This design comes from an exercise in tuning for small area, a short achievable clock period and few clock cycles per item on the open sky130 flow, not from production work.
No functional check of the RTL was part of this run.
No activity file was given, so power comes from the tool's default toggle rates.

==> flow/design.v <==
package grr_pkg;
  localparam int CFG_W = 5;
  localparam logic [CFG_W-1:0] GROUP_SIZE_RESET = 5'd2;
  typedef struct packed {
    logic valid;
    logic bank;
  } bank_rel_t;
  function automatic logic [CFG_W-1:0] eff_group(input logic [CFG_W-1:0] gs,
                                                 input int unsigned max_group);
    if (gs == '0) begin
      eff_group = CFG_W'(1);
    end else if (32'(gs) > max_group) begin
      eff_group = CFG_W'(max_group);
    end else begin
      eff_group = gs;
    end
  endfunction
endpackage
module group_reverse_reorder_unit #(
  parameter int MAX_GROUP  = 16,
  parameter int WORD_WIDTH = 32
) (
  input  logic                                     clk,
  input  logic                                     rst,
  input  logic                                     cfg_we,
  input  logic [grr_pkg::CFG_W-1:0]                cfg_data,
  input  logic                                     s_tvalid,
  output logic                                     s_tready,
  input  logic [((WORD_WIDTH + 7) / 8) * 8 - 1:0]  s_tdata,   
  input  logic                                     s_tlast,
  output logic                                     m_tvalid,
  input  logic                                     m_tready,
  output logic [((WORD_WIDTH + 7) / 8) * 8 - 1:0]  m_tdata,   
  output logic                                     m_tlast
);
  localparam int TDATA_W = ((WORD_WIDTH + 7) / 8) * 8;
  localparam int NS      = (MAX_GROUP > 1) ? MAX_GROUP : 2;
  localparam int AW      = $clog2(NS);
  localparam int KW      = ($clog2(MAX_GROUP + 1) > grr_pkg::CFG_W) ?
                           $clog2(MAX_GROUP + 1) : grr_pkg::CFG_W;
  logic [grr_pkg::CFG_W-1:0] group_size;
  logic [WORD_WIDTH-1:0] mem [NS];
  logic [NS-1:0]         occ;        
  logic [AW-1:0]         wp;         
  logic                  wd;         
  logic [AW-1:0]         gstart;     
  logic [AW-1:0]         fill;       
  logic                  rdy;
  logic                  ract;
  logic [AW-1:0]         rp;
  logic                  rdir;
  logic [AW-1:0]         rleft;      
  logic                  rfin;
  logic                  pv;
  logic [AW-1:0]         pstart;
  logic                  pdir;
  logic [AW-1:0]         pleft;
  logic                  pfin;
  logic                  ov;
  logic [WORD_WIDTH-1:0] odata;
  logic                  olast;
  logic [KW-1:0]         k;
  logic [KW-1:0]         n;
  logic                  full_grp;
  logic                  close;
  logic                  accept;
  logic                  oload;
  logic                  rd_fire;
  logic                  r_last;
  logic                  take;
  logic                  bypass;
  logic                  newd_v;
  logic [AW-1:0]         newd_start;
  logic                  newd_dir;
  logic [AW-1:0]         newd_left;
  logic [AW-1:0]         wp_step;
  logic [AW-1:0]         wp_n;
  logic [NS-1:0]         occ_n;
  logic                  pv_n;
  assign k        = KW'(grr_pkg::eff_group(group_size, MAX_GROUP));
  assign n        = KW'(fill) + KW'(1);
  assign full_grp = n >= k;
  assign close    = full_grp || s_tlast;
  assign accept   = s_tvalid && rdy;
  assign oload    = !ov || m_tready;
  assign rd_fire  = oload && ract;
  assign r_last   = (rleft == '0);
  assign take     = !ract || (rd_fire && r_last);
  assign bypass   = accept && close && (full_grp || fill == '0) && !ract && oload;
  assign wp_step  = wd ? (wp - AW'(1)) : (wp + AW'(1));
  always_comb begin
    newd_v     = accept && close && !(bypass && fill == '0);
    newd_start = gstart;
    newd_dir   = wd;
    newd_left  = fill;
    if (full_grp) begin
      newd_dir = !wd;
      if (bypass) begin
        newd_start = wd ? (wp + AW'(1)) : (wp - AW'(1));
        newd_left  = fill - AW'(1);
      end else begin
        newd_start = wp;
      end
    end
  end
  always_comb begin
    wp_n = wp;
    if (accept) begin
      if (close && full_grp && bypass) begin
        wp_n = wp;
      end else begin
        wp_n = wp_step;
      end
    end
  end
  always_comb begin
    occ_n = occ;
    if (rd_fire) begin
      occ_n[rp] = 1'b0;
    end
    if (accept && !bypass) begin
      occ_n[wp] = 1'b1;
    end
  end
  always_comb begin
    pv_n = pv;
    if (take) begin
      pv_n = pv && newd_v;
    end else if (newd_v) begin
      pv_n = 1'b1;
    end
  end
  always_ff @(posedge clk) begin
    if (rst) begin
      group_size <= grr_pkg::GROUP_SIZE_RESET;
    end else if (cfg_we) begin
      group_size <= cfg_data;
    end
  end
  always_ff @(posedge clk) begin
    if (accept) begin
      mem[wp] <= s_tdata[WORD_WIDTH-1:0];
    end
  end
  always_ff @(posedge clk) begin
    if (rst) begin
      occ    <= '0;
      wp     <= '0;
      wd     <= 1'b0;
      gstart <= '0;
      fill   <= '0;
      rdy    <= 1'b1;
      ract   <= 1'b0;
      pv     <= 1'b0;
      ov     <= 1'b0;
    end else begin
      occ <= occ_n;
      wp  <= wp_n;
      rdy <= !occ_n[wp_n] && !pv_n;
      pv  <= pv_n;
      if (accept) begin
        if (close) begin
          fill   <= '0;
          gstart <= wp_n;
          if (full_grp && bypass) begin
            wd <= !wd;
          end
        end else begin
          fill <= fill + AW'(1);
        end
      end
      if (take) begin
        ract <= pv || newd_v;
      end
      if (oload) begin
        ov <= ract || bypass;
      end
    end
  end
  always_ff @(posedge clk) begin
    if (take) begin
      if (pv) begin
        rp    <= pstart;
        rdir  <= pdir;
        rleft <= pleft;
        rfin  <= pfin;
      end else begin
        rp    <= newd_start;
        rdir  <= newd_dir;
        rleft <= newd_left;
        rfin  <= s_tlast;
      end
    end else if (rd_fire) begin
      rp    <= rdir ? (rp - AW'(1)) : (rp + AW'(1));
      rleft <= rleft - AW'(1);
    end
    if (newd_v && (!take || pv)) begin
      pstart <= newd_start;
      pdir   <= newd_dir;
      pleft  <= newd_left;
      pfin   <= s_tlast;
    end
    if (rd_fire) begin
      odata <= mem[rp];
      olast <= rfin && r_last;
    end else if (bypass) begin
      odata <= s_tdata[WORD_WIDTH-1:0];
      olast <= s_tlast && (fill == '0);
    end
  end
  assign s_tready = rdy;
  assign m_tvalid = ov;
  assign m_tdata  = TDATA_W'(odata);
  assign m_tlast  = olast;
endmodule
==> flow/run.sh <==
#!/bin/bash
# synth_recipe.tcl (not shown) runs the flow's synth.tcl, then flattens the netlist and writes it again
# the make line also repeats each setting of config.mk as NAME=value (left out here)
make -C /OpenROAD-flow-scripts/flow DESIGN_CONFIG=/design/flow/config.mk WORK_HOME=/design/flow/orfs CLKGATE_MAP_FILE= SYNTH_SCRIPT=/design/flow/synth_recipe.tcl finish
==> flow/config.mk <==
export PLATFORM = sky130hd
export DESIGN_NAME = group_reverse_reorder_unit
export DESIGN_NICKNAME = group_reverse_reorder_unit
export VERILOG_FILES = /design/flow/design.v
export SDC_FILE = /design/flow/constraint.sdc
export NUM_CORES = 4
export LEC_CHECK = 0
export CAP_MARGIN = 20
export CORE_MARGIN = 2
export CORE_UTILIZATION = 40
export SLEW_MARGIN = 20
==> flow/constraint.sdc <==
create_clock -name core_clock -period 4.5 [get_ports {clk}]
set_input_delay 0.9000 -clock core_clock [delete_from_list [all_inputs] [get_ports {clk}]]
set_output_delay 0.9000 -clock core_clock [all_outputs]
set_load 0.01 [all_outputs]
==> results.json <==
{
  "status": "timing/DRC/antenna clean",
  "hold_class": "reg -> reg",
  "async_flop_share": 0,
  "insertion_delay_ns": 0.61,
  "tightest_slew_ns": 0.906,
  "ios": 78,
  "finalCriticalPeriod_ns": 3.58,
  "peakVddDrop_v": 0.000305,
  "cts_hold_buffers": 0,
  "first_iter_violations": 1143,
  "crit_path_max_incr_delay_ns": 0.74,
  "power.total_mw": 16.6,
  "floorplan.initialDensity": 0.404,
  "ant_nets": 0,
  "n_antenna_cell": 0,
  "crit_path_end_kind": "register",
  "cp_common_cell": "ha_1",
  "ys_warn_count": 1,
  "dp_worst_setup_slack_ns": 0.912,
  "layoutNonFillerInstCount": 2229,
  "final_area_um2": 28600,
  "ys_seq_area_frac": 0.731,
  "fp.dieArea_um2": 62900,
  "place_area_um2": 26400,
  "synth_cells": 1273,
  "antenna_found_initial": 1,
  "vias": 12300,
  "synthFlopType": "edfxtp_1",
  "port_buffers": 77,
  "cts_tree": "yes",
  "syn_nets": 1337,
  "cts_buffer_depth": 3,
  "fin_setup_tns_ns": 0,
  "synth_edf_count": 565,
  "rrSetupSlack_ns": 0.92,
  "synth_common_cells": "edfxtp_1 (565), mux4_2 (161), nand2_1 (130)",
  "cts-root-buf": "clkbuf_16",
  "first_pass_iters": 5,
  "ctsResizeCount": 0,
  "drive_above_1_share": 0.240,
  "synth_area_leaders": "edfxtp_1 (70%), mux4_2 (15%), dfxtp_1 (3.5%)",
  "syn_avg_cell_area_um2": 19.1,
  "finalCoreUtilization": 0.475,
  "synth_most_common_cell": "edfxtp_1",
  "routabilityCongestion": 0.853,
  "final_net_count": 1457,
  "routed_wirelength_um": 54700,
  "cts.sinks": 607,
  "routedWlPerCell_um": 24.5,
  "dpl.cell_count": 2106,
  "power.density_nw_per_um2": 582,
  "start_kind": "register",
  "fin_skew_ns": 0.0224,
  "h-tree-depth": 3,
  "hpwl_um": 31000,
  "whs_ns": 0.464,
  "synthDistinctLibCells": 62,
  "first_global_vias": 12900,
  "row_count": 90,
  "path_max_fanout": 12,
  "drc": 0,
  "period_share": 0.795,
  "fmax_mhz": 280,
  "grt_max_degree": 42,
  "grt_pass1_wl_um": 82900,
  "post-route-worst-setup-slack_ns": 0.925,
  "slew_headroom": 0.395,
  "drv_cap": 0,
  "power.leakage_nw": 9.26,
  "fp.dieW_um": 251,
  "finalHoldViolations": 0,
  "crit_arrival_ns": 3.79,
  "crit_chain": "inv_1, ha_1, ha_1, nand2_1, o21a_1, o21ai_1, o221ai_1, nor2_1",
  "ys_ff_latch": 607,
  "synth_top_area_cell": "edfxtp_1",
  "area_growth_pct": 17.5,
  "fillers": 4966,
  "cts_made_buffers": 67,
  "vias_per_cell": 5.52,
  "synth.cell_area_um2": 24400,
  "core_um2": 60200,
  "grt_overflow_total": 0,
  "crit_required_ns": 4.72,
  "track_usage": 0.178,
  "path_clk_slew_ns": 0.05,
  "crit_type": "reg -> reg",
  "critPathSlowestCell": "nor2_1",
  "die-height_um": 251,
  "finalSetupViolCount": 0,
  "post-cts-setup-buffers": 0,
  "slew_viol_final": 0,
  "rsz0062_at_grt": "no",
  "yosysTopAreaCellShare": 0.696
}
## flip-flops by register name, summed over array words and instances, names as in the netlist, 4 cells and up, named ones only
register,cells
odata,32
wp,4
pstart,4
mem,512
fill,4
rleft,4
occ,16
rp,4
pleft,4
gstart,4
group_size,5
## metal layers
layer	vias to the layer above	GRT usage	share of wire
met5	-	0	0.00029
met4	2	0.0436	0.017
met3	74	0.0305	0.049
met2	344	0.294	0.49
met1	6495	0.247	0.44
li1	5378	-	-
## worst max-delay path, delay by kind of cell (launching register included)
family | cells | cell delay, ns
buffers and inverters | 1 | 0.11
DFF | 1 | 0.45
adders and majority gates | 2 | 0.65
and+or+nand+nor | 2 | 0.80
AOI/OAI and AO/OA | 3 | 1.19
## power breakdown
part | leakage [nW] | switching [mW] | internal, mW
clock network | 1.10 | 2.23 | 3.35
logic | 2.67 | 1.99 | 2.04
registers | 5.48 | 0.394 | 6.64
## area by class of cell
cell class / count / area (µm²) / area share
clock inverters: 46 / 556 / 0.0194
inverters: 18 / 67.6 / 0.00236
multi-input cells: 584 / 6330 / 0.221
well taps: 782 / 978 / 0.0342
flip-flops and latches: 607 / 17800 / 0.623
repair buffers: 115 / 1160 / 0.0404
clock buffers: 77 / 1710 / 0.0599
## cell families (layout without fill, tap and decap cells)
kind of cell / Yosys count / count (layout) / share of synthesized area
multiplexers: 194 / 194 / 0.163
adder cells (fa/ha/maj): 21 / 21 / 0.0111
flip-flops: 607 / 607 / 0.731
XOR/XNOR: 26 / 26 / 0.0109
AND/OR/NAND/NOR: 263 / 263 / 0.0462
buffers and inverters: 82 / 256 / 0.0140
AO/OA/AOI/OAI: 80 / 80 / 0.0241
## placed cells by master (no fill, tap or decap), drive strengths merged, types with 22 or more instances in the layout
| cell type | n |
|---|---|
| buf | 38 |
| dfxtp | 42 |
| clkdlybuf4s50 | 77 |
| clkbuf | 77 |
| inv | 22 |
| clkinv | 30 |
| edfxtp | 565 |
| nand2 | 130 |
| nor2 | 68 |
| a21oi | 28 |
| mux4 | 161 |
| mux2i | 26 |
## path summary, 6_finish.rpt
kind	from	to	cells after the start
worst max-delay path	fill[0]$_SDFFE_PP0P_	pstart[1]$_DFFE_PP_	8
worst min-delay path	occ[7]$_SDFF_PP0_	occ[7]$_SDFF_PP0_	2
worst max register to register	fill[0]$_SDFFE_PP0P_	pstart[1]$_DFFE_PP_	8
worst min register to register	occ[7]$_SDFF_PP0_	occ[7]$_SDFF_PP0_	2

port drivers added, routing unchanged:
The results above use ideal ports. As a check the final layout listed here was re-extracted and re-timed, cells and wires unchanged. Step 1 assumes that a clkbuf_16 drives the clock port and a buf_2 every other input. Step 2, shift: input delay + t, output delay - t, t = (earliest + latest rising clock arrival at the registers) / 2. This alone moves slack from input paths to output paths. Three values: no drivers, after step 1, after step 2; two values: the first two.
t (ns): 0.653
setup slack, ns: 0.925 / 0.925 / 0.869
worst hold slack (ns): 0.464 / 0.464 / 0.464
worst register clock-pin slew, ns: 0.06 / 0.06
pins driven straight from the clock port: 1
After both steps this run still meets setup and hold. The setup slack of this run moves by 0.000 ns with the drivers and by -0.056 ns with both steps.
